Context: an optimization exercise on an open-source flow, tuned for small area, a short achievable clock period and few clock cycles per item. The choices shown serve that exercise and are no tape-out recipe.
In this exercise RTL edits were held to simulation tests only and were not proved equivalent to the original.
Power figures rest on the tool's default switching activity, not on a simulated workload.

==> standard.sh <==
#!/bin/bash
# synth_recipe.tcl (not shown) runs the flow's synth.tcl, then flattens the netlist and writes it again
# the make line also repeats each setting of config.mk as NAME=value (left out here)
make -C /OpenROAD-flow-scripts/flow DESIGN_CONFIG=/design/flow/config.mk WORK_HOME=/design/flow/orfs CLKGATE_MAP_FILE= SYNTH_SCRIPT=/design/flow/synth_recipe.tcl "${@:-finish}"
==> design.v <==
package ser_pkg;
    typedef struct packed {
        logic [29-1:0] field_id;
        logic [5-1:0]     field_type;
        logic                       nested;
    } table_entry_t;
    typedef struct packed {
        logic                       valid;
        logic                       write;
        logic [64-1:0]     addr;
        logic [10-1:0][7:0] data;
        logic [10-1:0]      lane_en;
    } mem_req_t;
    typedef struct packed {
        logic        valid;
        logic [63:0] data;
    } mem_rsp_t;
    typedef struct packed {
        logic [31:0] hi;
        logic [31:0] lo;
    } value_halves_t;
    typedef union packed {
        logic [63:0]   full;
        value_halves_t half;
    } value_word_u;
    typedef struct packed {
        logic                   start;
        logic [63:0]            value;
        logic [64-1:0] end_addr;
    } write_cmd_t;
    function automatic logic [3:0] varint_length(input logic [63:0] value);
        logic [3:0] len;
        len = 4'd1;
        for (int i = 1; i < 10; i++)
        begin
            if ((value >> (7 * i)) != 64'd0)
                len = 4'(i + 1);
        end
        varint_length = len;
    endfunction
endpackage
`timescale 1ns/1ns
module nest_stack (
    input  logic                       clk,
    input  logic                       reset,
    input  logic                       push,
    input  logic                       pop,
    input  logic [29-1:0] push_field_id,
    input  logic [64-1:0]     push_write_point,
    output logic [29-1:0] top_field_id,
    output logic [64-1:0]     top_write_point
);
    localparam int ROWS = 16 - 1;
    logic [29-1:0] id_mem [ROWS];
    logic [64-1:0]     wp_mem [ROWS];
    logic [3:0]                 n_below;
    logic [3:0]                 below_idx;     
    logic                       nonempty;
    logic                       nonempty_below;
    assign nonempty_below = (n_below != '0);
    always_ff @(posedge clk)
    begin
        if (push && nonempty)
        begin
            for (int i = 0; i < ROWS; i++)
            begin
                if (n_below == 4'(i))
                begin
                    id_mem[i] <= top_field_id;
                    wp_mem[i] <= top_write_point;
                end
            end
        end
    end
    always_ff @(posedge clk)
    begin
        if (push)
        begin
            top_field_id <= push_field_id;
            top_write_point <= push_write_point;
        end
        else if (pop && nonempty_below)
        begin
            top_field_id <= id_mem[below_idx];
            top_write_point <= wp_mem[below_idx];
        end
    end
    always_ff @(posedge clk)
    begin
        if (reset)
        begin
            n_below <= '0;
            below_idx <= 4'hF;
            nonempty <= 1'b0;
        end
        else if (push)
        begin
            nonempty <= 1'b1;
            if (nonempty)
            begin
                n_below <= n_below + 1'b1;
                below_idx <= below_idx + 1'b1;
            end
        end
        else if (pop)
        begin
            nonempty <= (n_below != '0);
            if (n_below != '0)
            begin
                n_below <= n_below - 1'b1;
                below_idx <= below_idx - 1'b1;
            end
        end
    end
endmodule
`timescale 1ns/1ns
module ser_top
(
    input  logic                       clk,
    input  logic                       reset,
    input  logic                       en,
    input  logic                       entry_valid,
    input  logic [29-1:0] entry_field_id,
    input  logic [5-1:0]     entry_type,
    input  logic                       entry_nested,
    input  logic [64-1:0]     addr,
    input  logic                       mem_rsp_valid,
    input  logic [63:0]                mem_rsp_data,
    output logic                       mem_req_valid,
    output logic                       mem_req_write,
    output logic [64-1:0]     mem_req_addr,
    output logic [8*10-1:0]    mem_req_data,
    output logic [10-1:0]      mem_req_lane_en,
    output logic                       ready,
    output logic                       done,
    output logic [64-1:0]     write_point
);
    localparam int NQ = 4;                  
    localparam int ND = 4;                  
    localparam int QP = $clog2(NQ);
    localparam int DP = $clog2(ND);
    localparam int C_I32 = 0;
    localparam int C_U32 = 1;
    localparam int C_S32 = 2;
    localparam int C_S64 = 3;
    logic                       ready_q;
    logic                       accept;
    logic                       in_close;
    logic                       in_scalar;
    logic [3:0]                 in_cls;
    logic [4:0]                 in_kl;           
    assign ready = ready_q;
    assign accept = ready_q && en && entry_valid;
    assign in_close = !entry_nested && (entry_field_id == '0);
    assign in_scalar = !entry_nested && (entry_field_id != '0);
    always_comb
    begin
        in_cls = '0;
        in_cls[C_I32] = (entry_type == 5'd5);
        in_cls[C_U32] = (entry_type == 5'd13);
        in_cls[C_S32] = (entry_type == 5'd17);
        in_cls[C_S64] = (entry_type == 5'd18);
    end
    function automatic logic [4:0] key_len_oh(input logic [28:0] id);
        logic [4:0] oh;
        if (id[28:25] != '0)      oh = 5'b10000;
        else if (id[24:18] != '0) oh = 5'b01000;
        else if (id[17:11] != '0) oh = 5'b00100;
        else if (id[10:4] != '0)  oh = 5'b00010;
        else                      oh = 5'b00001;
        key_len_oh = oh;
    endfunction
    assign in_kl = key_len_oh(entry_field_id);
    logic                   a_rd;
    logic                   a_rd_n;
    assign a_rd_n = accept && in_scalar;
    always_ff @(posedge clk)
    begin
        a_rd <= !reset && a_rd_n;
    end
    localparam int QW = 2 + 29 + 5;
    logic [QW-1:0]              q_row [NQ];
    logic [QW-1:0]              q_in;
    logic [NQ-1:0]              q_th;           
    logic                       q_pop;
    assign q_in = {entry_nested, in_close, entry_field_id, in_kl};
    function automatic logic [NQ-1:0] th_step(input logic [NQ-1:0] th, input logic up, input logic dn);
        if (up && !dn)
            th_step = {th[NQ-2:0], 1'b1};
        else if (dn && !up)
            th_step = {1'b0, th[NQ-1:1]};
        else
            th_step = th;
    endfunction
    function automatic logic [ND-1:0] th_step_d(input logic [ND-1:0] th, input logic up, input logic dn);
        if (up && !dn)
            th_step_d = {th[ND-2:0], 1'b1};
        else if (dn && !up)
            th_step_d = {1'b0, th[ND-1:1]};
        else
            th_step_d = th;
    endfunction
    always_ff @(posedge clk)
    begin
        for (int i = 0; i < NQ; i++)
        begin
            if (q_pop)
            begin
                if (q_th[i] && (i + 1 == NQ || !q_th[(i + 1) % NQ]))
                    q_row[i] <= q_in;
                else if (i + 1 < NQ)
                    q_row[i] <= q_row[(i + 1) % NQ];
            end
            else if ((i == 0 || q_th[(i + NQ - 1) % NQ]) && !q_th[i])
                q_row[i] <= q_in;
        end
    end
    logic [63:0]   r_data [ND];     
    logic [63:0]   r_in;
    logic [3:0]    r_cls  [ND];
    logic [DP-1:0] r_tail;
    logic [DP-1:0] s_tail;
    logic [ND-1:0] r_th;            
    logic [ND-1:0] s_th;            
    logic          r_pop;
    function automatic logic [63:0] decode(input logic [3:0] cls, input logic [63:0] w);
        if (cls[C_I32])
            decode = {{32{w[31]}}, w[31:0]};
        else if (cls[C_U32])
            decode = {32'd0, w[31:0]};
        else if (cls[C_S32])
            decode = {32'd0, {w[30:0], 1'b0} ^ {32{w[31]}}};
        else if (cls[C_S64])
            decode = {w[62:0], 1'b0} ^ {64{w[63]}};
        else
            decode = w;
    endfunction
    function automatic logic [DP-1:0] r_next(input logic [DP-1:0] p);
        r_next = (p == DP'(ND - 1)) ? '0 : p + 1'b1;
    endfunction
    always_ff @(posedge clk)
    begin
        for (int i = 0; i < ND; i++)
        begin
            if (s_tail == DP'(i) && !s_th[ND-1])
                r_cls[i] <= in_cls;
            if (r_pop)
            begin
                if (r_th[i] && (i + 1 == ND || !r_th[(i + 1) % ND]))
                    r_data[i] <= r_in;
                else if (i + 1 < ND)
                    r_data[i] <= r_data[(i + 1) % ND];
            end
            else if ((i == 0 || r_th[(i + ND - 1) % ND]) && !r_th[i])
                r_data[i] <= r_in;
        end
    end
    assign r_in = decode(r_cls[r_tail], mem_rsp_data);
    logic                       push;
    logic                       pop;
    logic [29-1:0] top_id;
    logic [64-1:0]     top_wp;
    logic [59:0]                wp_hi;
    logic [59:0]                hm1_q;
    logic                       pb;             
    logic [59:0]                hi_m1;          
    logic [3:0]                 wp_lo;
    logic [64-1:0]     wp;
    assign hi_m1 = pb ? hm1_q - 60'd1 : hm1_q;
    assign wp = {wp_hi, wp_lo};
    assign write_point = wp;
    logic                       h_nest;
    logic                       h_close;
    logic [29-1:0] h_id;
    logic [4:0]                 h_kl;
    logic                       h_valid;
    logic                       r_avail;
    assign {h_nest, h_close, h_id, h_kl} = q_row[0];
    assign h_valid = q_th[0];
    assign r_avail = r_th[0];
    logic                       p1_v;
    logic                       p1_nest;
    logic                       p1_close;
    logic [29-1:0] p1_id;
    logic [4:0]                 p1_kl;
    logic [63:0]                p1_val;
    logic [9:1]                 p1_vnz;         
    logic [14:0]                p1_tlt;         
    logic [4:0]                 h_kl2;
    logic [9:0]                 h_vnz;
    logic [14:0]                h_tlt;
    logic [63:0]                h_val;
    logic                       p1_load;
    logic [63:0]                cl_val;
    logic                       cl_ok;
    logic                       p1_free;
    logic                       p2_go;
    logic                       p2_done;
    logic                       p_ph;           
    nest_stack stack (
        .clk              (clk),
        .reset            (reset),
        .push             (push),
        .pop              (pop),
        .push_field_id    (p1_id),
        .push_write_point (wp),
        .top_field_id     (top_id),
        .top_write_point  (top_wp)
    );
    assign p1_free = !p1_v || p2_done;
    assign p1_load = h_valid && (h_nest ? p1_free : h_close ? (!p1_v && cl_ok) : (p1_free && r_avail));
    assign q_pop = p1_load;
    assign r_pop = p1_load && !h_nest && !h_close;
    assign h_val = h_close ? cl_val : r_data[0];
    always_ff @(posedge clk)
    begin
        cl_val <= top_wp - wp;
        if (reset)
            cl_ok <= 1'b0;
        else
            cl_ok <= !p_first;
    end
    assign h_kl2 = h_close ? key_len_oh(top_id) : h_kl;
    always_comb
    begin
        h_vnz[0] = 1'b1;
        for (int i = 1; i < 10; i++)
            h_vnz[i] = ((h_val >> (7*i)) != '0);
        h_tlt = '0;
        for (int k = 0; k < 5; k++)
            if (h_kl2[k])
                for (int j = 0; j < 15; j++)
                    h_tlt[j] = (j <= k) ? 1'b1 : (j - k - 1 < 10) ? h_vnz[(j - k - 1) % 10] : 1'b0;
    end
    always_ff @(posedge clk)
    begin
        if (p1_load)
        begin
            p1_nest <= h_nest;
            p1_close <= h_close;
            p1_id <= h_close ? top_id : h_id;
            p1_kl <= h_kl2;
            p1_val <= h_val;
            p1_vnz <= h_vnz[9:1];
            p1_tlt <= h_tlt;
        end
    end
    logic                   w_v;
    logic                   w_wr;
    logic                   w_fin;
    logic                   w_sec;          
    logic [79:0]            w_data;
    logic [9:0]             w_lanes;
    logic                   w_issue;
    logic                   w_room;
    assign w_issue = w_v && !(a_rd && w_wr);
    assign w_room = !w_v || w_issue;
    logic [63:0]   v;
    logic [31:0]   key;
    logic [4:0]    kl;
    logic [9:0]    vnz;             
    logic [4:0]    knz;
    logic [7:0]    vb [10];
    logic [7:0]    kb [5];
    logic [7:0]    sb [15];
    logic [9:0]    lanes1;
    logic [4:0]    lanes2;
    logic          big;             
    logic [4:0]    lo_diff;
    logic [64-1:0] wp_new;
    always_comb
    begin
        v = p1_val;
        key = {p1_id, p1_close ? 3'd2 : 3'd0};
        kl = p1_kl;
        vnz = {p1_vnz, 1'b1};
        knz[0] = 1'b1;
        for (int i = 1; i < 5; i++)
            knz[i] = ((key >> (7*i)) != '0);
        for (int i = 0; i < 9; i++)
            vb[i] = {vnz[i+1], v[7*i +: 7]};
        vb[9] = {7'd0, v[63]};
        for (int i = 0; i < 4; i++)
            kb[i] = {knz[i+1], key[7*i +: 7]};
        kb[4] = {4'd0, key[31:28]};
        for (int j = 0; j < 15; j++)
        begin
            sb[j] = '0;
            for (int k = 0; k < 5; k++)
            begin
                if (kl[k])
                begin
                    if (j <= k)
                        sb[j] = kb[j];
                    else if (j - k - 1 < 10)
                        sb[j] = vb[j - k - 1];
                end
            end
        end
        lanes1 = p1_tlt[9:0];
        lanes2 = p1_tlt[14:10];
        big = p1_tlt[10];
        lo_diff = '0;
        for (int t = 2; t < 16; t++)
            if (p1_tlt[t - 1] && (t == 15 || !p1_tlt[t % 15]))
                lo_diff = lo_diff | ({1'b0, wp_lo} - 5'(t));
        wp_new = {lo_diff[4] ? hi_m1 : wp_hi, lo_diff[3:0]};
    end
    logic p_first;                  
    assign p2_go = p1_v && w_room;
    assign p_first = p2_go && !p_ph;
    assign p2_done = p2_go && (p1_nest || p_ph || !big);
    assign push = p2_go && p1_nest;
    assign pop = p_first && p1_close;
    always_ff @(posedge clk)
    begin
        if (reset)
        begin
            ready_q <= 1'b1;
            q_th <= '0;
            r_tail <= '0;
            s_tail <= '0;
            r_th <= '0;
            s_th <= '0;
            wp_hi <= 60'(64'h300 >> 4);
            hm1_q <= 60'(64'h300 >> 4) - 60'd1;
            pb <= 1'b0;
            wp_lo <= 4'(64'h300);
            p1_v <= 1'b0;
            p_ph <= 1'b0;
            w_v <= 1'b0;
        end
        else
        begin
            q_th <= th_step(q_th, accept, q_pop);
            if (accept && in_scalar)
                s_tail <= r_next(s_tail);
            if (mem_rsp_valid)
                r_tail <= r_next(r_tail);
            r_th <= th_step_d(r_th, mem_rsp_valid, r_pop);
            s_th <= th_step_d(s_th, a_rd_n, r_pop);
            ready_q <= !((q_th[NQ-1] && (accept || !q_pop)) ||
                         (q_th[NQ-2] && !q_th[NQ-1] && accept && !q_pop)) &&
                       !((s_th[ND-1] && (a_rd_n || !r_pop)) ||
                         (s_th[ND-2] && !s_th[ND-1] && a_rd_n && !r_pop));
            if (p1_load)
                p1_v <= 1'b1;
            else if (p2_done)
                p1_v <= 1'b0;
            hm1_q <= hi_m1;
            pb <= p_first && !p1_nest && lo_diff[4];
            if (p_first && !p1_nest && lo_diff[4])
                wp_hi <= hi_m1;
            if (p_first && !p1_nest)
                wp_lo <= lo_diff[3:0];
            if (p2_go)
                p_ph <= p_first && !p1_nest && big;
            if (w_issue)
                w_v <= 1'b0;
            if (p2_go)
                w_v <= 1'b1;
        end
    end
    always_ff @(posedge clk)
    begin
        if (p2_go)
        begin
            w_wr <= !p1_nest;
            w_fin <= p1_nest || p_ph || !big;
            w_sec <= p_ph;
            if (!p_ph)
            begin
                for (int j = 0; j < 10; j++)
                    w_data[8*j +: 8] <= sb[j];
                w_lanes <= lanes1;
            end
            else
            begin
                for (int j = 0; j < 10; j++)
                    w_data[8*j +: 8] <= (j < 5) ? sb[j + 10] : 8'd0;
                w_lanes <= {5'd0, lanes2};
            end
        end
    end
    logic                   w_v_n;
    logic                   w_wr_n;
    logic                   w_fin_n;
    logic [64-1:0] w_addr_n;
    logic                   o_valid;
    logic                   o_write;
    logic                   o_done;
    logic [64-1:0] o_addr;
    always_comb
    begin
        w_v_n = p2_go || (w_v && !w_issue);
        w_wr_n = w_wr;
        w_fin_n = w_fin;
        w_addr_n = w_sec ? wp + 64'd10 : wp;
        if (p2_go)
        begin
            w_wr_n = !p1_nest;
            w_fin_n = p1_nest || p_ph || !big;
            w_addr_n = p_ph ? wp + 64'd10 : wp_new;
        end
    end
    always_ff @(posedge clk)
    begin
        o_addr <= a_rd_n ? addr : w_addr_n;
        o_write <= !a_rd_n;
        if (reset)
        begin
            o_valid <= 1'b0;
            o_done <= 1'b0;
        end
        else
        begin
            o_valid <= a_rd_n || (w_v_n && w_wr_n);
            o_done <= w_v_n && w_fin_n && !(a_rd_n && w_wr_n);
        end
    end
    assign done = o_done;
    assign mem_req_valid = o_valid;
    assign mem_req_write = o_write;
    assign mem_req_addr = o_addr;
    assign mem_req_data = w_data;
    assign mem_req_lane_en = w_lanes;
endmodule
==> flow/run.sh <==
#!/bin/bash
# Standard layout, with the timing repair asked to leave more setup slack than
# the clock period needs (the clock period and constraints are unchanged).
set -o pipefail
bash standard.sh SETUP_SLACK_MARGIN=7.5 finish > flow_make.log 2>&1
==> config.mk <==
export PLATFORM = sky130hd
export DESIGN_NAME = ser_top
export DESIGN_NICKNAME = ser_top
export VERILOG_FILES = /design/flow/design.v
export SDC_FILE = /design/flow/constraint.sdc
export NUM_CORES = 4
export LEC_CHECK = 0
export CAP_MARGIN = 20
export CORE_MARGIN = 2
export CORE_UTILIZATION = 60
export CTS_CLUSTER_DIAMETER = 100
export CTS_CLUSTER_SIZE = 22
export SLEW_MARGIN = 20
==> constraint.sdc <==
create_clock -name core_clock -period 11.0 [get_ports {clk}]
set_input_delay 2.2000 -clock core_clock [delete_from_list [all_inputs] [get_ports {clk}]]
set_output_delay 2.2000 -clock core_clock [all_outputs]
set_load 0.01 [all_outputs]
==> results of run 1 <==
-- synth_stat cells, types with 131 or more instances --
library cell | count | area (µm²)
edfxtp_1 | 1917 | 57600
nor2_1 | 1010 | 3790
a21oi_1 | 809 | 4050
nand2_1 | 533 | 2000
dfxtp_1 | 489 | 9790
clkbuf_1 | 445 | 1670
a221oi_1 | 370 | 3240
o21ai_0 | 369 | 1850
a22o_1 | 256 | 2240
a22oi_1 | 169 | 1270
mux2_2 | 131 | 1480
-- worst min-delay path: cells and delay by family (launching register included) --
family / cells / cell delay (ns)
AO/OA/AOI/OAI: 1 / 0.06
flip-flops: 1 / 0.34
AND/OR/NAND/NOR: 1 / 0.07
-- power by group --
group | leakage [nW] | switching [W] | internal, W | total, W
Clock | 1.63 | 0.00284 | 0.00209 | 0.00493
Combinational | 14.4 | 0.000818 | 0.000628 | 0.00145
Sequential | 21.7 | 0.000359 | 0.0104 | 0.0108
-- layer usage --
metal,wire length [µm],track usage (%),vias up
met1,128000,54.0,36268
met2,154000,59.7,4828
met5,133,0,-
met4,15400,15.2,16
met3,40800,7.57,654
li1,-,-,31289
-- cell families (layout without fill, tap and decap cells) --
group	Yosys count	in the layout
compound gates	2456	2460
flops	2406	2406
simple gates	2076	2102
buf+inv	674	1077
xor+xnor	164	164
mux	148	148
fa+ha+maj	99	99
other cells	0	4
-- metrics by stage --
step / worst slack, ns / utilization [%] / hold slack [ns] / power, W / cells
after detailed placement: 4.70 / 63.9 / 0.468 / 0.0123 / 10158
final: 7.31 / 68.1 / 0.498 / 0.0171 / 10649
after floorplan: 7.01 / - / 0.406 / 0.0118 / 8023
after global placement: 4.72 / 63.9 / 0.449 / 0.0122 / 10158
after global routing: 7.29 / 68.1 / 0.526 / 0.0176 / 10648
after CTS: 7.29 / 67.2 / 0.488 / 0.0170 / 10552
-- state kept, by name, indices dropped and copies added, names as in the netlist, 63 cells and up --
register	cells
stack.wp_mem	960
stack.id_mem	435
r_data	256
q_row	144
w_data	80
cl_val	64
o_addr	64
stack.top_write_point	64
p1_val	63
-- timing repair --
item,4_1_cts,5_1_grt
gates resized for setup,1458,171
pin swaps,49,62
gates cloned,29,10
setup buffers,146,83
setup endpoints to repair,2031,807
-- area by class of cell --
type	count	share of cell area, %
Multi-Input combinational cell	4973	28.0
Sequential cell	2406	60.2
Tap cell	2189	2.44
Inverter	121	0.486
Antenna cell	4	0.00891
Clock inverter	4	0.0513
Clock buffer	215	3.01
Timing Repair Buffer	737	5.78
-- worst paths after layout --
check,from,end,cells past startpoint
max,w_lanes[4]$_DFFE_PP_,mem_req_lane_en[4],1
min reg2reg,q_row[2][7]$_DFF_P_,q_row[1][7]$_DFF_P_,2
min,q_row[2][7]$_DFF_P_,q_row[1][7]$_DFF_P_,2
max reg2reg,stack.below_idx[2]$_SDFFE_PP1P_,stack.top_write_point[3]$_DFFE_PP_,8
==> results by group, run 1 <==
Yosys
  – Number of flops mapped to enable cells by yosys: 1,917
  – Flop and latch count out of synthesis: 2,406
  – Post-synth top flop: edfxtp_1
  – Seq/Total Area, Yosys: 67.7%
  – Post-Synth Adder-Cell Area: 1.25%
  – Avg Inst Size Synth: 12.4 µm²
  – Cells after Synth: around 8k
  – Count of different cell masters after synthesis: 79
  – Syn nets: 8,290
  – Compound-Gate Fraction of Synth Area: 16.3%
  – Synth Area in Simple Gates: approximately 9.1%
  – Largest family of logic cells by synthesized area: compound AO/OA/AOI/OAI gates
  – XOR/XNOR Fraction of Synth Area: 1.44%
  – Yosys warnings: 10
  – Asr flop ratio synth: 0%
  – Post-synthesis mux area share: 1.66%
  – Synth Cell Area: 0.0995 mm²

Clocking
  – CTS tree: yes
  – Hold_buf cts: 0
  – Clock Tree Root: clkbuf_16
  – Clk Latency, worst-skew pair: 0.79 ns
  – Htree depth: 3
  – CTS sink count: 2,406
  – Clock-pin slew reported for the worst setup and hold paths after clock tree synthesis: approximately 0.10 ns
  – TritonCTS Buffers: 119
  – Clk buf depth: 3

Critical path
  – Crit path max-delay family: flip-flops
  – Critical Path Slowest Stage Cell: edfxtp_1
  – Startpoint Class: flip-flop
  – Worst path required time: 8.80 ns
  – Maximum fanout along the worst path: 1
  – Worst setup EP type: output port
  – Crit path DAT: 1.49 ns
  – Largest stage delay, worst path: 0.52 ns
  – WS Path Type: reg2out
  – Worst Path Buf+Inv: 1
  – CP cell instances: buf_2
  – Reg2Reg Setup Slack: 7.49 ns

STA
  – Fin. max-slew vios: 0
  – Min Clock Period, post-route: 3.69 ns
  – Final Hold Fails: 0
  – Clk_skew: 0.0397 ns
  – Total Negative Setup Slacks: 0 ns
  – Slew HR: 18.4%
  – Crit share post-route: 33.6%
  – Setup violators final: 0
  – Slew @ Worst Pin: 1.22 ns
  – F_max: 0.271 GHz
  – RSZ-0062 raised after global routing: true

Final layout
  – Most frequent cells in the layout: 1,917 x edfxtp_1, 995 x nor2_1, 797 x a21oi_1, 522 x nand2_1, 397 x dfxtp_1
  – Area added between synthesis and finish: 12.9%
  – Fill cell count: 12.0k
  – Final Instance Area: 0.112 mm²
  – Layout cell share with drive strength beyond 1: 14.5%
  – Final net count: 8,625
  – Register Area: 0.0676 mm²
  – Area of the multi-input gates: between 0.03 and 0.04 mm²
  – Most common cell after layout, fill and taps aside: edfxtp_1

Placed design
  – Post-DP HPWL: 198,000 µm
  – Placed Area: 0.105 mm²
  – Port bufs: slightly below 400
  – GP Congestion: between 0.9 and 1

Die
  – Std cell rows: 149
  – I/O pins: between 300 and 400
  – Die height: 411 µm
  – Initial Utilization: 60.4%
  – Core area: 0.165 mm²
  – Die width: 411 µm
  – DIE AREA: 0.169 mm²

Pwr
  – Pwr dens: 153 mW/mm²
  – Maximum VDD drop: roughly 170 µV
  – Leak: 37.7 nW

Detailed routing
  – Via density: 6.86
  – DR WL/cell: between 30 and 40 µm
  – Total routed wirelength: 338,000 µm
  – Via count: 73.1k
  – DRC: 0
  – 1st-iter DRT viols: about 12k
  – ANT nets after route: 0
  – First drt pass iteration count: 6

Global route
  – Vias in the first global route: 66.8k
  – GRT Total Usage: 38.5%
  – Initial antenna violation count: 16
  – Largest net degree at the start of global routing: approximately 120
  – Total grt overflow: 0
  – First-pass GRT wire length: 473,000 µm

Worst hold path
  – HP Class: reg2reg

Job
  – Max-Cap Viols: 0

Run status
  – Status: no timing/DRC/antenna violations
Testbench counts, summed over its fixed seeds: cycles 4,593, entries 2,048.
==> inputs of run 2 (changes only) <==
==> flow/run.sh (replaced) <==
#!/bin/bash
# Standard layout, with the timing repair asked to leave more setup slack than
# the clock period needs (the clock period and constraints are unchanged).
set -o pipefail
bash standard.sh SETUP_SLACK_MARGIN=7.2 finish > flow_make.log 2>&1
==> results by group, run 2 <==
Yosys
  – Dominant cells by area after synthesis: edfxtp_1 58%, dfxtp_1 9.8%, a21oi_1 4.1%, nor2_1 3.8%, a221oi_1 3.3%
  – Post-synth top flop: edfxtp_1
  – Yosys warnings: 10 (unchanged)
  – Seq/Total Area, Yosys: 67.7% (unchanged)
  – Top cell type's share of synthesized area: 57.9% (unchanged)
  – Number of flops mapped to enable cells by yosys: 1,917 (unchanged)
  – Dominant cell type by area after synthesis: edfxtp_1
  – Count of different cell masters after synthesis: 79 (unchanged)
  – Synth Cell Area: 0.0995 mm² (unchanged)
  – Count leader, synth: edfxtp_1
  – Syn nets: 8,290 (unchanged)
  – Cells after Synth: 8,023 (unchanged)
  – Asr flop ratio synth: 0% (unchanged)
  – Avg Inst Size Synth: 12.4 µm² (unchanged)
  – Flop and latch count out of synthesis: 2,406 (unchanged)
  – Most frequent cells after synthesis: 1,917 x edfxtp_1, 1,010 x nor2_1, 809 x a21oi_1

Global route
  – GRT Total Usage: 37.0% (-1.5 points)
  – Vias in the first global route: 64.7k (-3.2%)
  – Total grt overflow: 0 (unchanged)
  – Largest net degree at the start of global routing: 116 (unchanged)
  – Initial antenna violation count: 13 (-3)
  – First-pass GRT wire length: 456,000 µm (-3.5%)

Detailed routing
  – Via density: 6.75 (-1.6%)
  – DRC: 0 (unchanged)
  – First drt pass iteration count: 6 (unchanged)
  – ANT nets after route: 0 (unchanged)
  – Via count: 70.7k (-3.2%)
  – DR WL/cell: 30.6 µm (-3.6%)
  – 1st-iter DRT viols: 10.3k (-12%)
  – Total routed wirelength: 320,000 µm (-5.2%)

Final layout
  – Layout cell share with drive strength beyond 1: 8.83% (-5.7 points)
  – Top reg by flops: stack.wp_mem
  – Final core occ: 66.9% (-1.3 points)
  – Max reg flops: 960 (unchanged)
  – Area added between synthesis and finish: 10.8%
  – Largest regs: stack.wp_mem x960, stack.id_mem x435, r_data x256
  – Most frequent cells in the layout: 1,917 x edfxtp_1, 998 x nor2_1, 802 x a21oi_1, 524 x nand2_1, 430 x dfxtp_1
  – Final net count: 8,451 (-2.0%)
  – Most common cell after layout, fill and taps aside: edfxtp_1

Pwr
  – Maximum VDD drop: 141 µV (-16%)
  – Leak: 36.9 nW (-2.1%)
  – Pwr dens: 155 mW/mm² (+1.5%)

Die
  – Die height: 411 µm (unchanged)
  – I/O pins: 390 (unchanged)
  – Core area: 0.165 mm² (unchanged)
  – Initial Utilization: 60.4% (unchanged)
  – Die width: 411 µm (unchanged)
  – DIE AREA: 0.169 mm² (unchanged)
  – Std cell rows: 149 (unchanged)

Clocking
  – Clk Latency, worst-skew pair: 0.82 ns (+0.03 ns)
  – Htree depth: 3 (unchanged)
  – CTS sink count: 2,406 (unchanged)
  – Clk buf depth: 3 (unchanged)
  – Hold_buf cts: 0 (unchanged)
  – Clock Tree Root: clkbuf_16
  – Clock-pin slew reported for the worst setup and hold paths after clock tree synthesis: 0.09 ns (about the same)
  – TritonCTS Buffers: 119 (unchanged)
  – CTS tree: yes

Critical path
  – Worst Reg-to-Reg Cells: 8 (unchanged)
  – Worst path required time: 11.67 ns (+2.87 ns)
  – Critical Path Slowest Stage Cell: and2_4
  – Startpoint Class: flip-flop
  – Crit path DAT: 4.51 ns (+3.02 ns)
  – Worst setup EP type: flip-flop
  – CP cell instances: nor2b_1 > and2_4 > buf_4 > a22o_1 > a221oi_1 > nand4_1 > a21oi_1 > a21oi_1
  – Maximum fanout along the worst path: 51 (+50)
  – WS Path Type: reg2reg
  – Critical Path Most Common Cell: a21oi_1
  – Largest stage delay, worst path: 0.96 ns (+0.44 ns)

Run status
  – Status: no timing/DRC/antenna violations

STA
  – Slew @ Worst Pin: 1.16 ns (-0.0623 ns)
  – Setup violators final: 0 (unchanged)
  – Slew HR: 22.6% (+4.2 points)
  – Final Hold Fails: 0 (unchanged)
  – Total Negative Setup Slacks: 0 ns (unchanged)
  – Min Clock Period, post-route: 3.84 ns (+0.148 ns)
  – Crit share post-route: 34.9% (+1.3 points)
  – F_max: 0.260 GHz (-3.8%)
  – Fin. max-slew vios: 0 (unchanged)
  – RSZ-0062 raised after global routing: true
  – Clk_skew: 0.0583 ns (+0.0186 ns)

Placed design
  – GP Congestion: 0.959 (+0.67%)
  – Port bufs: 389 (unchanged)
  – Post-DP HPWL: 193,000 µm (-2.5%)

Job
  – Max-Cap Viols: 0 (unchanged)

Worst hold path
  – WHS Path Cells: 0 (-2)
  – HP Class: reg2reg
==> run 2: cell counts after synthesis <==
No cell type changed its count.
==> run 2: kinds of logic after synthesis <==
kind of cell,after synthesis,share of synthesized area (%)
buffers and inverters,674,2.57
xor gates and xnor gates,164,1.44
and+or+nand+nor,2076,9.08
AOI/OAI and AO/OA,2456,16.3
adders and majority gates,99,1.25
muxes,148,1.66
DFF,2406,67.7
==> run 2: per-stage QoR <==
stage / setup WS (ns) / power [W] / hold slack [ns] / cells / area, µm²
floorplan: 6.90 / 0.0117 / 0.406 / 8023 / 99600
global placement: 4.98 / 0.0122 / 0.452 / 10157 / 105000
detailed placement: 4.86 / 0.0123 / 0.447 / 10157 / 105000
CTS: 7.19 / 0.0170 / 0.469 / 10435 / 109000
global route: 7.06 / 0.0176 / 0.464 / 10476 / 110000
finish: 7.16 / 0.0171 / 0.462 / 10477 / 110000
==> run 2: final cells by class <==
type	count	area, µm²
antenna	2	5.00
clock buffer	217	3370
clock inverter	6	103
fill	12219	54600
inverter	121	509
multi-input combinational	4954	30500
sequential	2406	67500
tap	2189	2740
timing repair buffer	581	5470
timing repair inverter	1	5.00
==> run 2: repair_timing <==
action / 4_1_cts / 5_1_grt
setup buffers: 40 / 37
setup endpoints to repair: 1267 / 863
gates resized for setup: 483 / 92
pin swaps: 20 / 16
cloned: 15 / 3
hold endpoints to repair: 0 / 0
==> run 2: layer usage <==
metal / GRT usage [%] / up-vias / share of wire (%) / routed length, µm
li1: - / 30874 / - / -
met1: 52.4 / 35001 / 39 / 125000
met4: 14.3 / 8 / 4.3 / 13800
met5: 0 / - / 0.016 / 52
met3: 7.15 / 563 / 11 / 35600
met2: 57.0 / 4272 / 45 / 145000
==> run 2: final timing paths <==
check                                                    startpoint                            endpoint  slack [ns]
worst min-delay path            stack.top_write_point[19]$_DFFE_PP_      stack.wp_mem[10][19]$_DFFE_PP_        0.46
worst max-delay path                stack.below_idx[3]$_SDFFE_PP1P_  stack.top_write_point[3]$_DFFE_PP_        7.16
worst max register to register      stack.below_idx[3]$_SDFFE_PP1P_  stack.top_write_point[3]$_DFFE_PP_        7.16
worst min register to register  stack.top_write_point[19]$_DFFE_PP_      stack.wp_mem[10][19]$_DFFE_PP_        0.46
==> run 2: worst max-delay path, delay by kind of cell (launching register included) <==
family          cells  cell delay, ns
compound gates      4            0.57
buf+inv             1            0.80
flops               1            0.49
simple gates        3            1.80
==> run 2: power by group <==
part	internal [W]	switching (W)	total, W
clock	0.00209	0.00285	0.00494
sequential	0.0104	0.000359	0.0108
combinational	0.000595	0.000782	0.00138
==> inputs of run 3 (changes only) <==
--- a/design.v
+++ b/design.v
@@ -136,7 +136,7 @@
     output logic [64-1:0]     write_point
 );
     localparam int NQ = 4;                  
-    localparam int ND = 4;                  
+    localparam int ND = 3;                  
     localparam int QP = $clog2(NQ);
     localparam int DP = $clog2(ND);
     localparam int C_I32 = 0;
==> results by group, run 3 <==
Yosys
  – Yosys warnings: 10 (unchanged)
  – Top cell type's share of synthesized area: 59.2% (+1.4 points)
  – Avg Inst Size Synth: 12.6 µm² (+1.9%)
  – Synth Cell Area: 0.0970 mm² (-2.5%)
  – Count of different cell masters after synthesis: 79 (unchanged)
  – Flop and latch count out of synthesis: 2,336 (-2.9%)
  – Cells after Synth: 7,674 (-4.3%)
  – Dominant cell type by area after synthesis: edfxtp_1
  – Dominant cells by area after synthesis: edfxtp_1 59%, dfxtp_1 8.7%, a21oi_1 3.7%, nor2_1 3.5%, a221oi_1 3.4%
  – Most frequent cells after synthesis: 1,913 x edfxtp_1, 913 x nor2_1, 713 x a21oi_1
  – Syn nets: 7,937 (-4.3%)
  – Count leader, synth: edfxtp_1
  – Seq/Total Area, Yosys: 68.0% (+0.27 points)
  – Asr flop ratio synth: 0% (unchanged)
  – Post-synth top flop: edfxtp_1
  – Number of flops mapped to enable cells by yosys: 1,913 (-0.21%)

Pwr
  – Design Power: 0.0165 W (-3.4%)
  – Pwr dens: 153 mW/mm² (-1.1%)
  – Leak: 36.0 nW (-2.4%)
  – Maximum VDD drop: 131 µV (-7.1%)

Global route
  – Total grt overflow: 0 (unchanged)
  – Vias in the first global route: 63.4k (-2.0%)
  – Largest net degree at the start of global routing: 139 (+20%)
  – Met2 usage: 56.6% (-0.36 points)
  – GRT Total Usage: 37.8% (+0.76 points)
  – Met3 usage: 8.39% (+1.2 points)
  – Grt peak-use layer: met2
  – Initial antenna violation count: 27 (+14)
  – Grt met1 use: 54.1% (+1.7 points)
  – First-pass GRT wire length: 449,000 µm (-1.6%)

Detailed routing
  – DR WL/cell: 31.8 µm (+4.1%)
  – Via count: 69.1k (-2.3%)
  – DRC: 0 (unchanged)
  – Total routed wirelength: 321,000 µm (+0.18%)
  – 1st-iter DRT viols: 10.4k (+1.1%)
  – Via density: 6.85 (+1.5%)
  – ANT nets after route: 0 (unchanged)
  – First drt pass iteration count: 6 (unchanged)

Final layout
  – Max reg flops: 960 (unchanged)
  – Layout cell share with drive strength beyond 1: 8.84% (about the same)
  – Area of the multi-input gates: 0.0294 mm² (-3.5%)
  – Most frequent cells in the layout: 1,913 x edfxtp_1, 900 x nor2_1, 704 x a21oi_1, 466 x nand2_1, 369 x a221oi_1
  – Area added between synthesis and finish: 11.0%
  – Final net count: 8,113 (-4.0%)
  – Most common cell after layout, fill and taps aside: edfxtp_1
  – Largest regs: stack.wp_mem x960, stack.id_mem x435, r_data x192
  – Fill cell count: 11.9k (-2.8%)
  – Register Area: 0.0661 mm² (-2.1%)
  – Top reg by flops: stack.wp_mem

Worst hold path
  – WHS Path Cells: 1 (+1)
  – Min-Delay Endpoint: w_fin$_DFF_P_
  – HP Start: w_fin$_DFF_P_
  – HP Class: reg2reg

Die
  – Core area: 0.161 mm² (-2.6%)
  – Die height: 406 µm (-1.3%)
  – I/O pins: 390 (unchanged)
  – Initial Utilization: 60.4% (about the same)
  – Die width: 406 µm (-1.3%)
  – DIE AREA: 0.165 mm² (-2.5%)
  – Std cell rows: 147 (-1.3%)

Clocking
  – CTS tree: yes
  – Hold_buf cts: 0 (unchanged)
  – Clk buf depth: 3 (unchanged)
  – Clock-pin slew reported for the worst setup and hold paths after clock tree synthesis: 0.10 ns (about the same)
  – Clk Latency, worst-skew pair: 0.80 ns (-0.02 ns)
  – Clock Tree Root: clkbuf_16
  – Htree depth: 3 (unchanged)
  – CTS sink count: 2,336 (-2.9%)
  – TritonCTS Buffers: 116 (-2.5%)

STA
  – Slew HR: 19.6% (-3.0 points)
  – F_max: 0.262 GHz (+0.70%)
  – RSZ-0062 raised after global routing: true
  – Setup violators final: 0 (unchanged)
  – Min Clock Period, post-route: 3.81 ns (-0.0268 ns)
  – Clk_skew: 0.0646 ns (+0.00627 ns)
  – Fin. max-slew vios: 0 (unchanged)
  – Total Negative Setup Slacks: 0 ns (unchanged)
  – Hold slack: 0.478 ns (+0.0159 ns)
  – Slew @ Worst Pin: 1.21 ns (+0.0452 ns)
  – Crit share post-route: 34.7% (-0.24 points)
  – Final Hold Fails: 0 (unchanged)

Critical path
  – CP cell instances: nand3_4 > and3_4 > nand2_1 > nor3_2 > and2_4 > buf_4
  – Startpoint Class: flip-flop
  – Worst path required time: 11.37 ns (-0.30 ns)
  – Largest stage delay, worst path: 0.77 ns (-0.19 ns)
  – WS Path Type: reg2reg
  – Worst Reg-to-Reg Cells: 6 (-2)
  – Maximum fanout along the worst path: 39 (-24%)
  – Reg-to-Reg End: stack.wp_mem[0][25]$_DFFE_PP_
  – Reg2reg start: a_rd$_DFF_P_
  – Crit path from: a_rd$_DFF_P_
  – Critical Path Slowest Stage Cell: buf_4
  – Crit path DAT: 4.18 ns (-0.33 ns)
  – Reg2Reg Setup Slack: 7.19 ns (+0.03 ns)
  – Crit path max-delay family: simple AND/OR/NAND/NOR gates
  – Worst Path Buf+Inv: 1 (unchanged)
  – Worst setup EP type: flip-flop

Run status
  – Status: no timing/DRC/antenna violations

Placed design
  – Post-DP HPWL: 194,000 µm (+0.50%)
  – GP Congestion: 1.00 (+4.4%)
  – Port bufs: 389 (unchanged)

Job
  – Max-Cap Viols: 0 (unchanged)
-- run 3: cell type report --
cell class	count	area share, %
clock buffer	180	2.94
inverter	125	0.486
timing repair buffer	574	5.22
tap	2160	2.51
clock inverter	6	0.108
sequential	2336	61.4
antenna	5	0.0116
multi-input combinational	4697	27.4
-- run 3: what timing repair did --
item,in CTS,in global routing
endpoints found under the hold margin,0,0
gates resized for setup,449,97
gates cloned,11,12
endpoints found under the setup margin,1525,828
pin swaps,14,22
buffers inserted,48,33
-- run 3: kinds of logic after synthesis --
family          Yosys count  synth area share [%]
compound gates         2338                  16.2
xor+xnor                162                  1.46
fa+ha+maj                95                  1.23
buf+inv                 657                  2.57
flops                  2336                  68.0
mux                     151                  1.72
simple gates           1935                  8.79
-- run 3: layer usage --
metal	vias to the layer above	share of wire, %
li1	29753	-
met1	34290	39
met2	4461	44
met3	587	12
met4	20	4.6
met5	-	0.040
-- run 3: worst max path at each step --
stage,endpoint,slack [ns],cells past startpoint
2_1_floorplan,ready_q$_SDFF_PP1_,7.07,11
3_3_place_gp,o_addr[54]$_DFF_P_,4.84,7
3_5_place_dp,o_addr[50]$_DFF_P_,4.79,9
4_1_cts,stack.wp_mem[2][25]$_DFFE_PP_,6.93,6
5_1_grt,stack.wp_mem[0][25]$_DFFE_PP_,7.12,6
6_report,stack.wp_mem[0][25]$_DFFE_PP_,7.19,6
-- run 3: power by group --
| group | switching, W | internal (W) |
|---|---|---|
| registers | 0.000389 | 0.0101 |
| logic | 0.000726 | 0.000582 |
| clock network | 0.00275 | 0.00199 |
| total | 0.00387 | 0.0126 |
-- run 3: per-stage QoR --
stage	instances	cell area, µm²	setup WS, ns	utilization [%]
floorplan	7674	97100	7.07	-
global placement	9787	103000	4.84	63.9
detailed placement	9788	103000	4.79	63.9
CTS	10033	107000	6.93	66.6
global route	10079	108000	7.12	67.0
finish	10083	108000	7.19	67.1
Testbench counts of run 3, summed over its fixed seeds: cycles 4,678, entries 2,048.

## what the ideal ports hide
The results above use ideal ports. As a check the final layouts listed here were re-extracted and re-timed, cells and wires unchanged.
Step 1: set_driving_cell puts a clkbuf_16 on clk and a buf_2 on each other input, an assumption about the parent block.
Step 2 times the ports against the registers' clock, not the clock port: input delays grow and output delays shrink by t, the midpoint of the rising clock arrivals with the driver on.
Three values: ideal ports, drivers, drivers and shift; two values: the first two.
run	shift t [ns]	slack for setup (ns)	worst setup path at the end
run 1	0.860	7.308 / 7.222 / 6.568	input to register
run 2	0.878	7.161 / 7.116 / 6.474	input to register
run 3	0.857	7.187 / 7.100 / 6.501	input to register
After both steps every run listed still meets setup and hold. For run 1, which loses most, drivers alone change the setup slack by -0.086 ns; drivers and shift together by -0.740 ns.
